Context: an optimization exercise on an open-source flow, tuned for small area. The choices shown serve that exercise and are no tape-out recipe.
Only simulation tests tie the RTL to the original design; equivalence was not proved.
No activity file was given, so power comes from the tool's default toggle rates.

==> design/flow/design.v <==
package aurora_lane_pkg;
   localparam int unsigned MAX_LANES = 8;
   localparam int unsigned IDX_W     = 4;
   typedef enum logic [1:0] {
      ST_ACTIVE = 2'd0,
      ST_CHECK  = 2'd1,
      ST_BLANK  = 2'd2
   } lane_state_e;
   typedef logic [MAX_LANES-1:0][IDX_W-1:0] lane_vec_t;
   function automatic lane_vec_t identity_map(input int unsigned num_lanes);
      identity_map = '0;
      for (int unsigned i = 0; i < MAX_LANES; i++) begin
         if (i < num_lanes) identity_map[i] = IDX_W'(i);
      end
   endfunction
   function automatic logic map_is_perm(input lane_vec_t m, input int unsigned num_lanes);
      logic [MAX_LANES*IDX_W-1:0] f;
      f = m;
      map_is_perm = 1'b1;
      for (int i = 0; i < MAX_LANES; i++) begin
         if (i < num_lanes) begin
            if (32'(f[i*IDX_W +: IDX_W]) >= num_lanes) map_is_perm = 1'b0;
            for (int j = 0; j < MAX_LANES; j++) begin
               if ((j < i) && (f[j*IDX_W +: IDX_W] == f[i*IDX_W +: IDX_W])) map_is_perm = 1'b0;
            end
         end
      end
   endfunction
endpackage
module aurora_lane_oai2 (
   input  logic [1:0] dn,
   input  logic [1:0] sn,
   output logic       p
);
   assign p = ~(&(dn | sn));
endmodule
module aurora_lane_ao2 (
   input  logic [1:0] d,
   input  logic [1:0] s,
   input  logic       p,
   output logic       y
);
   assign y = (|(d & s)) | p;
endmodule
module aurora_lane_sel4 (
   input  logic [1:0] dn,
   input  logic [1:0] sn,
   input  logic [3:2] d,
   input  logic [3:2] s,
   output logic       y
);
   logic p;
   aurora_lane_oai2 u_a (.dn(dn), .sn(sn), .p(p));
   aurora_lane_ao2  u_b (.d(d), .s(s), .p(p), .y(y));
endmodule
module aurora_lane_xbar #(
   parameter int unsigned NUM_LANES = 4,
   parameter int unsigned DATA_W    = 64
) (
   input  logic [NUM_LANES*NUM_LANES-1:0] sel,
   input  logic [NUM_LANES*NUM_LANES-1:0] sel_n,
   input  logic [NUM_LANES*DATA_W-1:0]    in_data,
   input  logic [NUM_LANES-1:0]           in_valid,
   output logic [NUM_LANES*DATA_W-1:0]    out_data,
   output logic [NUM_LANES-1:0]           out_valid
);
   for (genvar i = 0; i < NUM_LANES; i++) begin : g_lane
      for (genvar b = 0; b < DATA_W; b++) begin : g_bit
         logic [3:0] d;
         for (genvar j = 0; j < NUM_LANES; j++) begin : g_in
            assign d[j] = in_data[j*DATA_W + b];
         end
         aurora_lane_sel4 u_sel (.dn(d[1:0]), .sn(sel_n[i*NUM_LANES +: 2]),
                                 .d(d[3:2]), .s(sel[i*NUM_LANES+2 +: 2]),
                                 .y(out_data[i*DATA_W + b]));
      end
      assign out_valid[i] = |(in_valid & sel[i*NUM_LANES +: NUM_LANES]);
   end
endmodule
module aurora_lane_mapper #(
   parameter int unsigned NUM_LANES    = 4,
   parameter int unsigned DATA_W       = 64,
   parameter int unsigned SEL_W        = $clog2(NUM_LANES),
   parameter int unsigned BLANK_CYCLES = 16
) (
   input  logic                        user_clk,
   input  logic                        reset,
   input  logic [NUM_LANES*SEL_W-1:0]  cfg_map,
   input  logic [NUM_LANES-1:0]        cfg_invert,
   input  logic                        cfg_valid,
   output logic                        cfg_ready,
   output logic                        cfg_err,
   output logic                        map_busy,
   output logic [NUM_LANES*SEL_W-1:0]  cur_map,
   input  logic [NUM_LANES*DATA_W-1:0] gt_rx_data,
   input  logic [NUM_LANES-1:0]        gt_rx_valid,
   output logic [NUM_LANES*DATA_W-1:0] au_rx_data,
   output logic [NUM_LANES-1:0]        au_rx_valid,
   input  logic [NUM_LANES*DATA_W-1:0] au_tx_data,
   input  logic [NUM_LANES-1:0]        au_tx_valid,
   output logic [NUM_LANES*DATA_W-1:0] gt_tx_data,
   output logic [NUM_LANES-1:0]        gt_tx_valid
);
   localparam int unsigned CNT_W = (BLANK_CYCLES > 1) ? $clog2(BLANK_CYCLES) : 1;
   localparam logic [CNT_W-1:0] CNT_LAST = CNT_W'(BLANK_CYCLES - 1);
   aurora_lane_pkg::lane_state_e state_q, state_d;
   logic [CNT_W-1:0] cnt_q;
   logic [NUM_LANES*SEL_W-1:0] ident_map;
   logic [NUM_LANES*SEL_W-1:0] shadow_map_q;
   logic [NUM_LANES*SEL_W-1:0] active_map_q;
   logic [NUM_LANES-1:0]       shadow_inv_q;
   logic [NUM_LANES-1:0]       active_inv_q;
   logic                       cfg_err_q;
   logic      map_ok;
   logic      accept;
   logic      blank_done;
   logic [NUM_LANES*NUM_LANES-1:0] sel_q, sel_d;
   logic [NUM_LANES*NUM_LANES-1:0] sel_rx, sel_tx;
   logic [NUM_LANES*SEL_W-1:0]     map_d;
   logic [NUM_LANES-1:0]           rx_vin;
   logic [NUM_LANES*DATA_W-1:0] gt_rx_data_q, au_tx_data_q;
   logic [NUM_LANES-1:0]        gt_rx_valid_q, au_tx_valid_q;
   for (genvar g = 0; g < NUM_LANES; g++) begin : g_ident
      assign ident_map[g*SEL_W +: SEL_W] = SEL_W'(g);
   end
   assign accept     = (state_q == aurora_lane_pkg::ST_ACTIVE) && cfg_valid;
   assign blank_done = (state_q == aurora_lane_pkg::ST_BLANK) && (cnt_q == CNT_LAST);
   assign cur_map    = active_map_q;
   assign cfg_err    = cfg_err_q;
   always_comb begin
      map_ok = 1'b1;
      for (int i = 0; i < NUM_LANES; i++) begin
         if (32'(shadow_map_q[i*SEL_W +: SEL_W]) >= NUM_LANES) map_ok = 1'b0;
         for (int j = 0; j < i; j++) begin
            if (shadow_map_q[j*SEL_W +: SEL_W] == shadow_map_q[i*SEL_W +: SEL_W]) map_ok = 1'b0;
         end
      end
   end
   always_ff @(posedge user_clk or posedge reset) begin
      if (reset) state_q <= aurora_lane_pkg::ST_ACTIVE;
      else       state_q <= state_d;
   end
   always_comb begin
      state_d   = state_q;
      cfg_ready = 1'b0;
      map_busy  = 1'b0;
      case (state_q)
         aurora_lane_pkg::ST_ACTIVE: begin
            cfg_ready = 1'b1;
            if (cfg_valid) state_d = aurora_lane_pkg::ST_CHECK;
         end
         aurora_lane_pkg::ST_CHECK: begin
            map_busy = 1'b1;
            state_d  = map_ok ? aurora_lane_pkg::ST_BLANK : aurora_lane_pkg::ST_ACTIVE;
         end
         aurora_lane_pkg::ST_BLANK: begin
            map_busy = 1'b1;
            if (cnt_q == CNT_LAST) state_d = aurora_lane_pkg::ST_ACTIVE;
         end
         default: state_d = aurora_lane_pkg::ST_ACTIVE;
      endcase
   end
   always_ff @(posedge user_clk or posedge reset) begin
      if (reset) begin
         cnt_q        <= '0;
         active_map_q <= ident_map;
         active_inv_q <= '0;
         cfg_err_q    <= 1'b0;
         sel_q        <= '0;
      end else begin
         cfg_err_q <= (state_q == aurora_lane_pkg::ST_CHECK) && !map_ok;
         cnt_q     <= ((state_q == aurora_lane_pkg::ST_BLANK) && !blank_done) ? cnt_q + 1'b1 : '0;
         sel_q     <= sel_d;
         if (blank_done) begin
            active_map_q <= shadow_map_q;
            active_inv_q <= shadow_inv_q;
         end
      end
   end
   assign map_d = blank_done ? shadow_map_q : active_map_q;
   always_comb begin
      rx_vin = '0;
      for (int unsigned i = 0; i < NUM_LANES; i++) begin
         for (int unsigned j = 0; j < NUM_LANES; j++) begin
            sel_d[i*NUM_LANES+j] = (state_q != aurora_lane_pkg::ST_BLANK) &&
                                   (map_d[i*SEL_W +: SEL_W] == SEL_W'(j));
            sel_rx[i*NUM_LANES+j] = sel_q[i*NUM_LANES+j];
            sel_tx[j*NUM_LANES+i] = sel_q[i*NUM_LANES+j];
            rx_vin[j] = rx_vin[j] | ((active_map_q[i*SEL_W +: SEL_W] == SEL_W'(j)) & active_inv_q[i]);
         end
      end
   end
   always_ff @(posedge user_clk) begin
      if (accept) begin
         shadow_map_q <= cfg_map;
         shadow_inv_q <= cfg_invert;
      end
   end
   localparam logic [NUM_LANES*DATA_W-1:0] STORE_INV = {{(NUM_LANES-2)*DATA_W{1'b0}}, {2*DATA_W{1'b1}}};
   logic [NUM_LANES*DATA_W-1:0] rx_flip, tx_flip;
   for (genvar g = 0; g < NUM_LANES; g++) begin : g_flip
      assign rx_flip[g*DATA_W +: DATA_W] = {DATA_W{rx_vin[g]}};
      assign tx_flip[g*DATA_W +: DATA_W] = {DATA_W{active_inv_q[g]}};
   end
   always_ff @(posedge user_clk) begin
      gt_rx_data_q  <= gt_rx_data ^ rx_flip ^ STORE_INV;
      gt_rx_valid_q <= gt_rx_valid;
      au_tx_data_q  <= au_tx_data ^ tx_flip ^ STORE_INV;
      au_tx_valid_q <= au_tx_valid;
   end
   aurora_lane_xbar #(
      .NUM_LANES (NUM_LANES),
      .DATA_W    (DATA_W)
   ) u_rx_xbar (
      .sel       (sel_rx),
      .sel_n     (~sel_rx),
      .in_data   (gt_rx_data_q),
      .in_valid  (gt_rx_valid_q),
      .out_data  (au_rx_data),
      .out_valid (au_rx_valid)
   );
   aurora_lane_xbar #(
      .NUM_LANES (NUM_LANES),
      .DATA_W    (DATA_W)
   ) u_tx_xbar (
      .sel       (sel_tx),
      .sel_n     (~sel_tx),
      .in_data   (au_tx_data_q),
      .in_valid  (au_tx_valid_q),
      .out_data  (gt_tx_data),
      .out_valid (gt_tx_valid)
   );
endmodule
==> design/flow/flow/run.sh <==
#!/bin/bash
# Standard ORFS flow (standard.sh) with these changes:
#  - plain buf_1 cells as the port buffers, kept (dont_touch) from placement to the end;
#  - the synthesized combinational cells swapped to their smallest size after floorplan;
#  - pins placed one track apart, so the die can be smaller;
#  - no buffers larger than the ones kept below for fanout repair;
#  - clock tree from clkbuf_8 in clusters of up to 16 sinks, without dummy loads.
HERE=$(cd "$(dirname "$0")" && pwd)
export BUFFER_PORTS_ARGS="-buffer_cell sky130_fd_sc_hd__buf_1"
export POST_FLOORPLAN_TCL="$HERE/downsize.tcl"
export POST_GLOBAL_PLACE_TCL="$HERE/keep_port_buffers.tcl"
export PRE_FINAL_REPORT_TCL="$HERE/release_port_buffers.tcl"
export PLACE_PINS_ARGS="-min_distance 1 -min_distance_in_tracks"
export CTS_ARGS="-sink_clustering_enable -repair_clock_nets -dont_use_dummy_load -sink_clustering_size 16 -sink_clustering_max_diameter 60 -buf_list {sky130_fd_sc_hd__clkbuf_8}"
# The platform appends its own dont-use list to this one.
export DONT_USE_CELLS="sky130_fd_sc_hd__buf_4 sky130_fd_sc_hd__buf_6 sky130_fd_sc_hd__buf_8 sky130_fd_sc_hd__buf_12 sky130_fd_sc_hd__buf_16"
bash standard.sh > standard.log 2>&1
==> design/flow/flow/downsize.tcl <==
# Swap each combinational cell for the smallest-area cell of the same function
# (same base name, same pins), e.g. a221oi_2 -> a221oi_1. Timing repair later
# upsizes cells again where a path needs it. Registers are left as they are.
set db [ord::get_db]
set block [ord::get_db_block]
set dont_use [expr {[info exists ::env(DONT_USE_CELLS)] ? $::env(DONT_USE_CELLS) : ""}]
proc pin_sig {m} {
  set names {}
  foreach t [$m getMTerms] { lappend names [$t getName] }
  return [lsort $names]
}
array set best {}
foreach lib [$db getLibs] {
  foreach m [$lib getMasters] {
    set n [$m getName]
    if {[lsearch -exact $dont_use $n] >= 0} { continue }
    if {![regexp {^(sky130_fd_sc_hd__[a-z0-9]+)_[0-9]+$} $n -> base]} { continue }
    set area [expr {[$m getWidth] * [$m getHeight]}]
    set key "$base|[pin_sig $m]"
    if {![info exists best($key)] || $area < [lindex $best($key) 1]} {
      set best($key) [list $m $area]
    }
  }
}
set swapped 0
foreach inst [$block getInsts] {
  set m [$inst getMaster]
  set n [$m getName]
  if {![regexp {^(sky130_fd_sc_hd__[a-z0-9]+)_[0-9]+$} $n -> base]} { continue }
  if {[regexp {^sky130_fd_sc_hd__(s?df|s?edf|dl|clk|conb|tap|fill|decap|diode)} $n]} { continue }
  set key "$base|[pin_sig $m]"
  if {![info exists best($key)]} { continue }
  lassign $best($key) bm barea
  if {$barea < [$m getWidth] * [$m getHeight]} {
    $inst swapMaster $bm
    incr swapped
  }
}
puts "downsize.tcl: swapped $swapped instances to smaller cells"
==> design/flow/flow/keep_port_buffers.tcl <==
# Keep the port buffers that buffer_ports inserted: timing repair may not
# remove or resize them, so every input and output port keeps its own buffer.
# Connect their supply pins first; release_port_buffers.tcl clears the flag
# again before the final report.
global_connect
set n 0
foreach inst [[ord::get_db_block] getInsts] {
  if {[regexp {^(input|output)[0-9]+$} [$inst getName]]} {
    $inst setDoNotTouch 1
    incr n
  }
}
puts "keep_port_buffers.tcl: marked $n port buffers dont_touch"
==> design/flow/flow/release_port_buffers.tcl <==
# Clear the dont_touch flag set by keep_port_buffers.tcl before the final
# global_connect and the final netlist and DEF are written.
set n 0
foreach inst [[ord::get_db_block] getInsts] {
  if {[$inst isDoNotTouch]} {
    $inst setDoNotTouch 0
    incr n
  }
}
puts "release_port_buffers.tcl: cleared dont_touch on $n instances"
==> design/flow/standard.sh <==
#!/bin/bash
# synth_recipe.tcl (not shown) runs the flow's synth.tcl, then flattens the netlist and writes it again
# the make line also repeats each setting of config.mk as NAME=value (left out here)
make -C /OpenROAD-flow-scripts/flow DESIGN_CONFIG=/design/flow/config.mk WORK_HOME=/design/flow/orfs CLKGATE_MAP_FILE= SYNTH_SCRIPT=/design/flow/synth_recipe.tcl "${@:-finish}"
==> design/flow/config.mk <==
export PLATFORM = sky130hd
export DESIGN_NAME = aurora_lane_mapper
export DESIGN_NICKNAME = aurora_lane_mapper
export VERILOG_FILES = /design/flow/design.v
export SDC_FILE = /design/flow/constraint.sdc
export NUM_CORES = 4
export LEC_CHECK = 0
export CAP_MARGIN = 5
export CORE_AREA = 5 5 215 215
export DIE_AREA = 0 0 220 220
export SETUP_SLACK_MARGIN = 0.1
export SLEW_MARGIN = 5
export SYNTH_HIERARCHICAL = 1
==> design/flow/constraint.sdc <==
create_clock -name core_clock -period 4.0 [get_ports {user_clk}]
set_input_delay 0.8000 -clock core_clock [delete_from_list [all_inputs] [get_ports {user_clk}]]
set_output_delay 0.8000 -clock core_clock [all_outputs]
set_load 0.01 [all_outputs]
==> out/metrics.yaml, run 1 <==
status:
  outcome: "no timing/DRC/antenna violations"
grt:
  met2_usage_pct: 73.15
  antenna_found_initial: 60
  busiest_layer: "met2"
  grt_pass1_vias: 27625
  use_met3_pct: 28.12
  grt_first_pass_wirelength_um: 186300
  grt_use_met1_pct: 56.39
  grt_max_degree: 67
  grtUsageTotal_pct: 51.38
  grt.overflow.total: 0
cells_and_area:
  drive_gt1_share_pct: 4.414
  areaGrowthSynthToFinish_pct: 19.94
  multi_input_area_um2: 13650
  layout.nets: 3939
  n_fill_cell: 3411
  regArea_um2: 11690
  final_common_cell: "buf_1"
  layout.cells.non_filler: 4040
  final_cell_mix: "1065 x buf_1, 520 x dfxtp_1, 515 x o22ai_1, 512 x a221o_1, 334 x xor2_1"
floorplan:
  dieArea_um2: 48400
  num_io_pins: 1066
  rows: 77
  start_util_pct: 59.83
  core_um2: 43930
  fp.dieW_um: 220
  die_y_um: 220
critical_path:
  slowest_stage: "inv_2"
  worstPathArrival_ns: 2.85
  r2r-end: "active_inv_q[2]"
  reg2reg_depth: 4
  critPathLaunchType: "register"
  rrSetupSlack_ns: 1.55
  worstSetupEndpointType: "output pin"
  r2r-start: "state_q[0]"
  worstPathRequired_ns: 3.20
  critical_path.max_stage_delay_ns: 0.68
  path_class: "reg -> out"
  path_max_fanout: 37
  cp_cell_sequence: "inv_2 > buf_4 > o22ai_1 > a221o_1 > buf_1"
sta:
  fin_skew_ns: 0.07380
  min_period_ns: 3.655
  relSlewSlack_pct: 21.40
  fmax_ghz: 0.2736
  rsz0062_at_grt: "false"
  tns_ns: 0
  worst_pin_slew_ns: 1.179
  setup_viol: 0
  period_share_pct: 91.36
  report.final.hold_viol_count: 0
  slew_viol_final: 0
hold_path:
  min_to: "gt_rx_valid_q[0]"
  hp-class: "in -> reg"
  hp-start: "gt_rx_valid[0]"
  hold_depth: 1
placed_design:
  io_buffers: 1065
  dp_hpwl_um: 80190
  dp.cells: 3945
job:
  drv_cap: 0
cts:
  cts_hold_buf: 0
  cts_setup_buffers: 0
  cts_resized: 0
  cts_tree: "done"
  clock-sinks: 567
  clk_pin_slew_worst_paths_ns: 0.10
  h-tree-depth: 2
  root_buffer: "clkbuf_8"
  cts_buffer_depth: 3
  cts_made_buffers: 45
  clk_latency_ns: 0.69
pwr:
  vdd_ir_drop_max_v: 0.0003939
  power_leakage_nw: 11.44
  finalPower_mw: 13.00
  cellPowerDensity_nw_per_um2: 412.3
detailed_routing:
  drc: 0
  routed_wl_um: 131500
  vias_per_cell: 7.404
  drt-initial-drc-count: 5312
  dr.pass1.iters: 8
  drtAntennaViolNets: 0
  detail_route.wl_per_cell_um: 32.55
  num_vias: 29912
yosys:
  syn_inst: 2300
  synth_area_um2: 26280
  synth_nets: 2839
  avgSynthCellArea_um2: 11.43
  ys_warn_count: 7
-- per-layer routing --
metal / vias up / part of all wire [%]
met1: 13907 / 31
met3: 958 / 17
met4: 42 / 10
met2: 3186 / 42
li1: 11819 / -
met5: - / 0.31
-- sequential cells by signal, indices dropped and copies added (netlist names) --
register,cells
au_tx_data_q,256
gt_rx_data_q,256
sel_q,16
active_map_q,8
shadow_map_q,8
active_inv_q,4
au_tx_valid_q,4
cnt_q,4
gt_rx_valid_q,4
shadow_inv_q,4
state_q,2
cfg_err_q,1
-- final cells by class --
cell class	instances	share of cell area, %
Antenna cell	50	0.3969
Clock buffer	45	1.965
Timing Repair Buffer	1124	14.68
Multi-Input combinational cell	1647	43.31
Tap cell	592	2.350
Inverter	15	0.2104
Sequential cell	567	37.09
-- worst max path at each step --
stage	slack, ns	cells past startpoint	end	start
4_1_cts	0.47	5	au_rx_data[171]	sel_q[8]
5_1_grt	0.34	5	gt_tx_data[91]	sel_q[1]
3_3_place_gp	1.16	5	au_rx_data[171]	sel_q[8]
3_5_place_dp	1.17	5	au_rx_data[171]	sel_q[8]
2_1_floorplan	0.34	3	au_rx_data[192]	sel_q[12]
6_report	0.35	5	au_rx_data[171]	sel_q[8]
-- report_power, final --
| group | total [mW] | leakage (nW) | switching, mW | internal, mW |
|---|---|---|---|---|
| Clock | 2.88 | 0.324 | 1.87 | 1.01 |
| Sequential | 6.42 | 4.92 | 0.395 | 6.02 |
| Combinational | 3.70 | 6.20 | 2.35 | 1.35 |
| Total | 13.0 | 11.4 | 4.62 | 8.38 |
-- through the flow --
step	instance area (um^2)	util, %	setup slack [ns]	hold WS [ns]
floorplan	26280	-	0.3381	0.4331
global placement	30780	70.06	1.159	0.4536
detailed placement	30780	70.06	1.166	0.4651
CTS	31400	71.47	0.4667	0.1947
global route	31490	71.68	0.3391	0.2171
finish	31520	71.75	0.3454	0.2297
-- critical path: cells and delay by family, from the launching register on --
kind            cells  cell delay, ns
compound gates      2            0.49
buf+inv             3            1.26
flops               1            0.42
==> inputs of run 2 (changes only) <==
--- a/design/flow/flow/run.sh
+++ b/design/flow/flow/run.sh
@@ -13,5 +13,5 @@
 export PLACE_PINS_ARGS="-min_distance 1 -min_distance_in_tracks"
 export CTS_ARGS="-sink_clustering_enable -repair_clock_nets -dont_use_dummy_load -sink_clustering_size 16 -sink_clustering_max_diameter 60 -buf_list {sky130_fd_sc_hd__clkbuf_8}"
 # The platform appends its own dont-use list to this one.
-export DONT_USE_CELLS="sky130_fd_sc_hd__buf_4 sky130_fd_sc_hd__buf_6 sky130_fd_sc_hd__buf_8 sky130_fd_sc_hd__buf_12 sky130_fd_sc_hd__buf_16"
+export DONT_USE_CELLS="sky130_fd_sc_hd__buf_6 sky130_fd_sc_hd__buf_8 sky130_fd_sc_hd__buf_12 sky130_fd_sc_hd__buf_16"
 bash standard.sh > standard.log 2>&1
==> run 2 against run 1 <==
Critical path depth unchanged. Power unchanged. Largest power group unchanged. Highest routed layer unchanged. Wire length unchanged. Combinational power about the same. Sequential power about the same.
==> out/metrics.yaml, run 2 <==
detailed_routing:
  vias_per_cell: 7.404
  drt-initial-drc-count: 5312
  num_vias: 29912
  detail_route.wl_per_cell_um: 32.55
  drtAntennaViolNets: 0
  drc: 0
  dr.pass1.iters: 8
  routed_wl_um: 131500
pwr:
  finalPower_mw: 13.00
  vdd_ir_drop_max_v: 0.0003939
  cellPowerDensity_nw_per_um2: 412.3
  power_leakage_nw: 11.44
cells_and_area:
  drive_gt1_share_pct: 4.414
  finalInstanceArea_um2: 31520
  layout.nets: 3939
  layout.cells.non_filler: 4040
  areaGrowthSynthToFinish_pct: 19.94
  utilization_pct: 71.75
  final_cell_mix: "1065 x buf_1, 520 x dfxtp_1, 515 x o22ai_1, 512 x a221o_1, 334 x xor2_1"
  final_common_cell: "buf_1"
  top_regs: "au_tx_data_q: 256 flops, gt_rx_data_q: 256 flops, sel_q: 16 flops"
  n_fill_cell: 3411
grt:
  grt_use_met1_pct: 56.39
  use_met3_pct: 28.12
  antenna_found_initial: 60
  grt_max_degree: 67
  busiest_layer: "met2"
  grt_pass1_vias: 27625
  met2_usage_pct: 73.15
  grtUsageTotal_pct: 51.38
  grt_first_pass_wirelength_um: 186300
  grt.overflow.total: 0
cts:
  cts_buffer_depth: 3
  h-tree-depth: 2
  root_buffer: "clkbuf_8"
  cts_setup_buffers: 0
  clk_pin_slew_worst_paths_ns: 0.10
  cts_resized: 0
  clock-sinks: 567
  cts_hold_buf: 0
  clk_latency_ns: 0.69
  cts_made_buffers: 45
  cts_tree: "done"
floorplan:
  die_y_um: 220
  fp.dieW_um: 220
  rows: 77
  core_um2: 43930
  num_io_pins: 1066
  dieArea_um2: 48400
  start_util_pct: 59.83
sta:
  slew_viol_final: 0
  report.final.hold_viol_count: 0
  fmax_ghz: 0.2736
  setup_viol: 0
  tns_ns: 0
  period_share_pct: 91.36
  relSlewSlack_pct: 21.40
  min_period_ns: 3.655
  worst_pin_slew_ns: 1.179
  rsz0062_at_grt: "false"
  fin_skew_ns: 0.07380
critical_path:
  path_max_fanout: 37
  critPathLaunchType: "register"
  worstPathRequired_ns: 3.20
  worstPathArrival_ns: 2.85
  worstSetupEndpointType: "output pin"
  path_class: "reg -> out"
yosys:
  synth_nets: 2839
  syn_inst: 2300
  avgSynthCellArea_um2: 11.43
  ys_warn_count: 7
  synth_area_um2: 26280
status:
  outcome: "no timing/DRC/antenna violations"
placed_design:
  dp.cells: 3945
  io_buffers: 1065
  dp_hpwl_um: 80190
  placed_area_um2: 30780
hold_path:
  hp-class: "in -> reg"
job:
  drv_cap: 0
==> run 2: through the flow <==
| stage | setup slack (ns) | hold WS (ns) |
|---|---|---|
| 3_3_place_gp | 1.159 | 0.4536 |
| 4_1_cts | 0.4667 | 0.1947 |
| 5_1_grt | 0.3391 | 0.2171 |
| 3_5_place_dp | 1.166 | 0.4651 |
| 6_report | 0.3454 | 0.2297 |
| 2_1_floorplan | 0.3381 | 0.4331 |
==> run 2: power breakdown <==
group          switching [mW]  internal (mW)  leakage [nW]
Combinational            2.35           1.35          6.20
Sequential              0.395           6.02          4.92
Clock                    1.87           1.01         0.324
==> run 2: metal layers <==
layer / part of all wire (%) / vias to the layer above
li1: - / 11819
met1: 31 / 13907
met2: 42 / 3186
met3: 17 / 958
met4: 10 / 42
met5: 0.31 / -
==> run 2: worst max-delay path, stage by stage, from the launching register on <==
cell     delay [ns]
dfrtp_2        0.42
inv_2          0.68
buf_4          0.41
o22ai_1        0.13
a221o_1        0.36
buf_1          0.17
==> run 2: worst paths after layout <==
kind	start	endpoint	slack (ns)	cells after the start
setup / recovery	sel_q[8]	au_rx_data[171]	0.35	5
hold / removal	gt_rx_valid[0]	gt_rx_valid_q[0]	0.23	1
setup reg to reg	state_q[0]	active_inv_q[2]	1.55	4
hold reg to reg	cnt_q[0]	cnt_q[0]	0.48	1
max in group asynchronous	reset	active_inv_q[0]	2.89	2
min in group asynchronous	reset	cnt_q[2]	0.32	2
==> run 2: cell type report <==
class                           count  area [um^2]  area share, %
Antenna cell                       50        125.1         0.3969
Inverter                           15        66.31         0.2104
Tap cell                          592        740.7          2.350
Clock buffer                       45        619.3          1.965
Timing Repair Buffer             1124         4628          14.68
Sequential cell                   567        11690          37.09
Multi-Input combinational cell   1647        13650          43.31
==> inputs of run 3 (changes only) <==
==> design/flow/flow/run.sh (replaced) <==
#!/bin/bash
# Standard ORFS flow (standard.sh) with these changes:
#  - plain buf_1 cells as the port buffers, kept (dont_touch) from placement to the end;
#  - the synthesized combinational cells swapped to their smallest size after floorplan;
#  - pins placed one track apart, so the die can be smaller;
#  - fanout and timing repair limited to small buffers (small_buffers.tcl);
#  - clock tree from clkbuf_8 in clusters of up to 16 sinks, without dummy loads.
HERE=$(cd "$(dirname "$0")" && pwd)
export BUFFER_PORTS_ARGS="-buffer_cell sky130_fd_sc_hd__buf_1"
export POST_FLOORPLAN_TCL="$HERE/downsize.tcl"
export POST_GLOBAL_PLACE_TCL="$HERE/keep_port_buffers.tcl"
export PRE_FINAL_REPORT_TCL="$HERE/release_port_buffers.tcl"
export PLACE_PINS_ARGS="-min_distance 1 -min_distance_in_tracks"
export CTS_ARGS="-sink_clustering_enable -repair_clock_nets -dont_use_dummy_load -sink_clustering_size 16 -sink_clustering_max_diameter 60 -buf_list {sky130_fd_sc_hd__clkbuf_8}"
for s in GLOBAL_PLACE RESIZE REPAIR_TIMING_POST_PLACE CTS GLOBAL_ROUTE DETAIL_PLACE; do
  export PRE_${s}_TCL="$HERE/small_buffers.tcl"
done
bash standard.sh > standard.log 2>&1
==> design/flow/flow/small_buffers.tcl (new file) <==
# Keep the resizer's fanout and timing repair to small buffers.
set_dont_use {sky130_fd_sc_hd__buf_4 sky130_fd_sc_hd__buf_6 sky130_fd_sc_hd__buf_8 sky130_fd_sc_hd__buf_12 sky130_fd_sc_hd__buf_16}
puts "small_buffers.tcl: dont_use {sky130_fd_sc_hd__buf_4 sky130_fd_sc_hd__buf_6 sky130_fd_sc_hd__buf_8 sky130_fd_sc_hd__buf_12 sky130_fd_sc_hd__buf_16}"
==> run 3 against run 2 <==
Still clean. Utilization grew 0.86 points. Worst hold slack lost 0.016 ns. Register-to-register slack lost 0.32 ns. Cell count shrank 0.15%. Wire length shrank 1.4%. Power grew 0.61%. Count of clock-buffer cells in the layout grew 1. Largest cell class unchanged. Largest power group unchanged.
==> out/metrics.yaml, run 3 <==
cts:
  cts_resized: 0
  cts_buffer_depth: 3
  clk_pin_slew_worst_paths_ns: 0.10
  cts_made_buffers: 46
  cts_hold_buf: 0
  clock-sinks: 567
  cts_tree: "done"
  h-tree-depth: 2
  root_buffer: "clkbuf_8"
  clk_latency_ns: 0.68
  cts_setup_buffers: 0
cells_and_area:
  layout.nets: 3934
  final_common_cell: "buf_1"
  regArea_um2: 11690
  drive_gt1_share_pct: 4.097
  n_fill_cell: 3328
  top_regs: "au_tx_data_q: 256 flops, gt_rx_data_q: 256 flops, sel_q: 16 flops"
  multi_input_area_um2: 13650
  final_cell_mix: "1065 x buf_1, 520 x dfxtp_1, 515 x o22ai_1, 512 x a221o_1, 334 x xor2_1"
  areaGrowthSynthToFinish_pct: 21.37
  finalInstanceArea_um2: 31900
critical_path:
  rrSetupSlack_ns: 1.23
  reg2reg_depth: 4
  slowest_stage: "bufbuf_8"
  r2r-end: "gt_rx_data_q[76]"
  critPathLaunchType: "register"
  worstPathRequired_ns: 3.20
  path_class: "reg -> out"
  cp_cell_sequence: "inv_4 > bufbuf_8 > o22ai_1 > a221o_1 > buf_1"
  path_max_fanout: 41
  r2r-start: "active_inv_q[2]"
  worstSetupEndpointType: "output pin"
  critical_path.max_stage_delay_ns: 0.53
  worstPathArrival_ns: 2.89
detailed_routing:
  drc: 0
  drt-initial-drc-count: 5942
  routed_wl_um: 129700
  vias_per_cell: 7.421
  num_vias: 29938
  drtAntennaViolNets: 0
  detail_route.wl_per_cell_um: 32.14
  dr.pass1.iters: 22
yosys:
  ys_warn_count: 7
  avgSynthCellArea_um2: 11.43
  synth_nets: 2839
  synth_area_um2: 26280
  syn_inst: 2300
sta:
  relSlewSlack_pct: 21.99
  setup_viol: 0
  min_period_ns: 3.695
  rsz0062_at_grt: "false"
  tns_ns: 0
  report.final.hold_viol_count: 0
  period_share_pct: 92.37
  fmax_ghz: 0.2707
  worst_pin_slew_ns: 1.170
  fin_skew_ns: 0.04910
  slew_viol_final: 0
grt:
  grt_pass1_vias: 27702
  grt.overflow.total: 0
  grtUsageTotal_pct: 50.90
  grt_first_pass_wirelength_um: 185800
  antenna_found_initial: 58
  grt_max_degree: 67
hold_path:
  hp-start: "au_tx_valid[0]"
  min_to: "au_tx_valid_q[0]"
  hp-class: "in -> reg"
  hold_depth: 1
floorplan:
  fp.dieW_um: 220
  start_util_pct: 59.83
  num_io_pins: 1066
  die_y_um: 220
  rows: 77
  core_um2: 43930
  dieArea_um2: 48400
placed_design:
  io_buffers: 1065
  placed_area_um2: 31140
  dp_hpwl_um: 79180
pwr:
  p_int_mw: 8.453
  sw_frac_of_total_pct: 35.35
  power.switching_mw: 4.622
  power_frac_comb_pct: 28.3
  vdd_ir_drop_max_v: 0.0003423
  pwr-share-seq_pct: 49.3
  p_clk_share_pct: 22.4
  cellPowerDensity_nw_per_um2: 409.9
  power_leakage_nw: 11.71
status:
  outcome: "no timing/DRC/antenna violations"
job:
  drv_cap: 0
run 3: cell type report:
cell class | instances | area share, %
Multi-Input combinational cell | 1647 | 42.80
Sequential cell | 567 | 36.65
Timing Repair Buffer | 1118 | 15.65
Tap cell | 592 | 2.322
Clock buffer | 46 | 1.985
Antenna cell | 49 | 0.3844
Inverter | 15 | 0.2079
run 3: layer usage:
layer	part of all wire (%)	routed length, um	global-route usage, %
met4	10	13040	37.53
met3	16	21120	26.73
met5	0.23	299	7.708
met2	42	54750	72.78
met1	31	40470	56.93
run 3: critical path: cells and delay by family, from the launching register on:
family	cells	cell delay, ns
compound gates	2	0.55
buf+inv	3	1.19
flops	1	0.43
run 3: worst max-delay path by stage:
| stage | cells past startpoint | slack, ns | from | to |
|---|---|---|---|---|
| floorplan | 3 | 0.34 | sel_q[12] | au_rx_data[192] |
| global placement | 5 | 1.24 | sel_q[0] | au_rx_data[63] |
| detailed placement | 5 | 1.22 | sel_q[0] | au_rx_data[63] |
| CTS | 5 | 0.47 | sel_q[0] | au_rx_data[63] |
| global route | 5 | 0.33 | sel_q[0] | au_rx_data[63] |
| finish | 5 | 0.31 | sel_q[0] | au_rx_data[63] |
run 3: metrics by stage:
step           util (%)  total power [mW]  setup WS [ns]  hold WS (ns)  instances
4_1_cts           72.33             12.76         0.4725        0.1703       3985
2_1_floorplan         -             8.369         0.3381        0.4331       2300
3_5_place_dp      70.89             9.974          1.224        0.4715       3939
3_3_place_gp      70.89             9.899          1.236        0.4438       3939
5_1_grt           72.54             13.38         0.3327        0.2021       4022
6_report          72.61             13.07         0.3053        0.2135       4034
run 3: power by group through the flow:
stage	registers, mW	logic (mW)	clock network [mW]
after global placement	6.52	3.38	0
after detailed placement	6.56	3.42	0
final	6.45	3.70	2.92
after CTS	6.42	3.44	2.90
after floorplan	6.53	1.84	0
after global routing	6.49	3.78	3.11
==> inputs of run 4 (changes only) <==
==> design/flow/flow/small_buffers.tcl (replaced) <==
# Keep the resizer's fanout and timing repair to small buffers.
set_dont_use {sky130_fd_sc_hd__buf_6 sky130_fd_sc_hd__buf_8 sky130_fd_sc_hd__buf_12 sky130_fd_sc_hd__buf_16}
puts "small_buffers.tcl: dont_use {sky130_fd_sc_hd__buf_6 sky130_fd_sc_hd__buf_8 sky130_fd_sc_hd__buf_12 sky130_fd_sc_hd__buf_16}"
==> run 4 against run 3 <==
Critical path type unchanged. Still clean on timing, DRC and antenna. Die area stayed put. Utilization stayed put. Worst hold slack stayed put. Area after synthesis stayed put. Non-clock buffer count stayed put. Critical endpoint unchanged. Global-route usage stayed put.
==> out/metrics.yaml, run 4 <==
cells_and_area:
  top_regs: "au_tx_data_q: 256 flops, gt_rx_data_q: 256 flops, sel_q: 16 flops"
  areaGrowthSynthToFinish_pct: 21.37
  final_common_cell: "buf_1"
  layout.nets: 3934
  final_cell_mix: "1065 x buf_1, 520 x dfxtp_1, 515 x o22ai_1, 512 x a221o_1, 334 x xor2_1"
  n_fill_cell: 3328
  drive_gt1_share_pct: 4.097
floorplan:
  start_util_pct: 59.83
  num_io_pins: 1066
  rows: 77
  core_um2: 43930
  die_y_um: 220
  fp.dieW_um: 220
  dieArea_um2: 48400
sta:
  setup_slack_ns: 0.3053
  worst_pin_slew_ns: 1.170
  min_period_ns: 3.695
  fin_skew_ns: 0.04910
  tns_ns: 0
  rsz0062_at_grt: "false"
  slew_viol_final: 0
  report.final.hold_viol_count: 0
  period_share_pct: 92.37
  setup_viol: 0
  relSlewSlack_pct: 21.99
  fmax_ghz: 0.2707
grt:
  grt_use_met1_pct: 56.93
  grt_pass1_vias: 27702
  grt.overflow.total: 0
  busiest_layer: "met2"
  grt_first_pass_wirelength_um: 185800
  grtUsageTotal_pct: 50.90
  antenna_found_initial: 58
  grt_max_degree: 67
  use_met3_pct: 26.73
  met2_usage_pct: 72.78
cts:
  cts_made_buffers: 46
  clock-sinks: 567
  clk_pin_slew_worst_paths_ns: 0.10
  root_buffer: "clkbuf_8"
  clk_latency_ns: 0.68
  cts_hold_buf: 0
  cts_tree: "done"
  h-tree-depth: 2
  cts_buffer_depth: 3
  cts_resized: 0
  cts_setup_buffers: 0
yosys:
  syn_inst: 2300
  avgSynthCellArea_um2: 11.43
  ys_warn_count: 7
  synth_area_um2: 26280
  synth_nets: 2839
critical_path:
  worstPathRequired_ns: 3.20
  critical_path.max_stage_delay_ns: 0.53
  worstPathArrival_ns: 2.89
  slowest_stage: "bufbuf_8"
  path_buf_inv: 3
  path_max_fanout: 41
  path_class: "reg -> out"
  cp_cell_sequence: "inv_4 > bufbuf_8 > o22ai_1 > a221o_1 > buf_1"
  path_delay_family: "buffers and inverters"
  rrSetupSlack_ns: 1.23
  worstSetupEndpointType: "output pin"
  critPathLaunchType: "register"
pwr:
  pwr-share-seq_pct: 49.3
  power.switching_mw: 4.622
  finalPower_mw: 13.07
  power_leakage_nw: 11.71
  sw_frac_of_total_pct: 35.35
  p_clk_share_pct: 22.4
  cellPowerDensity_nw_per_um2: 409.9
  power_frac_comb_pct: 28.3
  p_int_mw: 8.453
  vdd_ir_drop_max_v: 0.0003423
detailed_routing:
  drt-initial-drc-count: 5942
  vias_per_cell: 7.421
  detail_route.wl_per_cell_um: 32.14
  routed_wl_um: 129700
  num_vias: 29938
  dr.pass1.iters: 22
  drtAntennaViolNets: 0
  drc: 0
hold_path:
  hp-class: "in -> reg"
job:
  drv_cap: 0
placed_design:
  dp_hpwl_um: 79180
  io_buffers: 1065
  place_ws_ns: 1.224
status:
  outcome: "no timing/DRC/antenna violations"
run 4: cell counts in the layout (fill, tap and decap cells not counted):
No cell type changed its count.
run 4: path summary, 6_finish.rpt:
kind	from	endpoint	depth (start not counted)
worst max-delay path	sel_q[0]	au_rx_data[63]	5
worst min-delay path	au_tx_valid[0]	au_tx_valid_q[0]	1
worst max register to register	active_inv_q[2]	gt_rx_data_q[76]	4
worst min register to register	shadow_inv_q[3]	active_inv_q[3]	1
max in group asynchronous	reset	sel_q[11]	3
min in group asynchronous	reset	active_map_q[1]	3
run 4: layout make-up:
type	instances	area, um^2	area share (%)
inverter	15	66.31	0.2079
multi-input combinational	1647	13650	42.80
sequential	567	11690	36.65
clock buffer	46	633.1	1.985
timing repair buffer	1118	4994	15.65
antenna	49	122.6	0.3844
tap	592	740.7	2.322
run 4: metal layers:
metal  wire, um  part of all wire [%]  vias to the layer above
met5        299                  0.23                        -
met4      13040                    10                       40
met3      21120                    16                     1009
met2      54750                    42                     3226
met1      40470                    31                    13832
li1           -                     -                    11831
run 4: power groups by stage:
| stage | Sequential, mW | Combinational [mW] | Clock (mW) |
|---|---|---|---|
| 6_report | 6.45 | 3.70 | 2.92 |
| 5_1_grt | 6.49 | 3.78 | 3.11 |
| 4_1_cts | 6.42 | 3.44 | 2.90 |
| 2_1_floorplan | 6.53 | 1.84 | 0 |
| 3_5_place_dp | 6.56 | 3.42 | 0 |
| 3_3_place_gp | 6.52 | 3.38 | 0 |
run 4: through the flow:
stage	area [um^2]	std cells	util, %	hold WS, ns
after detailed placement	31140	3939	70.89	0.4715
after global routing	31870	4022	72.54	0.2021
after floorplan	26280	2300	-	0.4331
after CTS	31780	3985	72.33	0.1703
after global placement	31140	3939	70.89	0.4438
final	31900	4034	72.61	0.2135

static timing again, ports no longer ideal:
No port has a modelled driver above. Below, the same layouts with a new extraction and two added sets of constraints. Step 1: set_driving_cell puts a clkbuf_16 on user_clk and a buf_2 on each other input, an assumption about the parent block. Step 2 also shifts input and output timing later by t, the mid clock arrival at the registers, as if the neighbouring blocks saw the same clock. a / b / c = ideal / step 1 / step 2; a / b = the first two.
| run | t (ns) | setup WS [ns] | hold WS [ns] | clock arrival spread, ns |
|---|---|---|---|---|
| run 1 | 0.720 | 0.345 / 0.289 / 1.009 | 0.230 / 0.239 / 0.479 | 0.089 / 0.089 |
| run 2 | 0.720 | 0.345 / 0.289 / 1.009 | 0.230 / 0.239 / 0.479 | 0.089 / 0.089 |
| run 3 | 0.718 | 0.305 / 0.248 / 0.966 | 0.213 / 0.226 / 0.488 | 0.051 / 0.050 |
| run 4 | 0.718 | 0.305 / 0.248 / 0.966 | 0.213 / 0.226 / 0.488 | 0.051 / 0.050 |
After both steps every run listed still meets setup and hold.
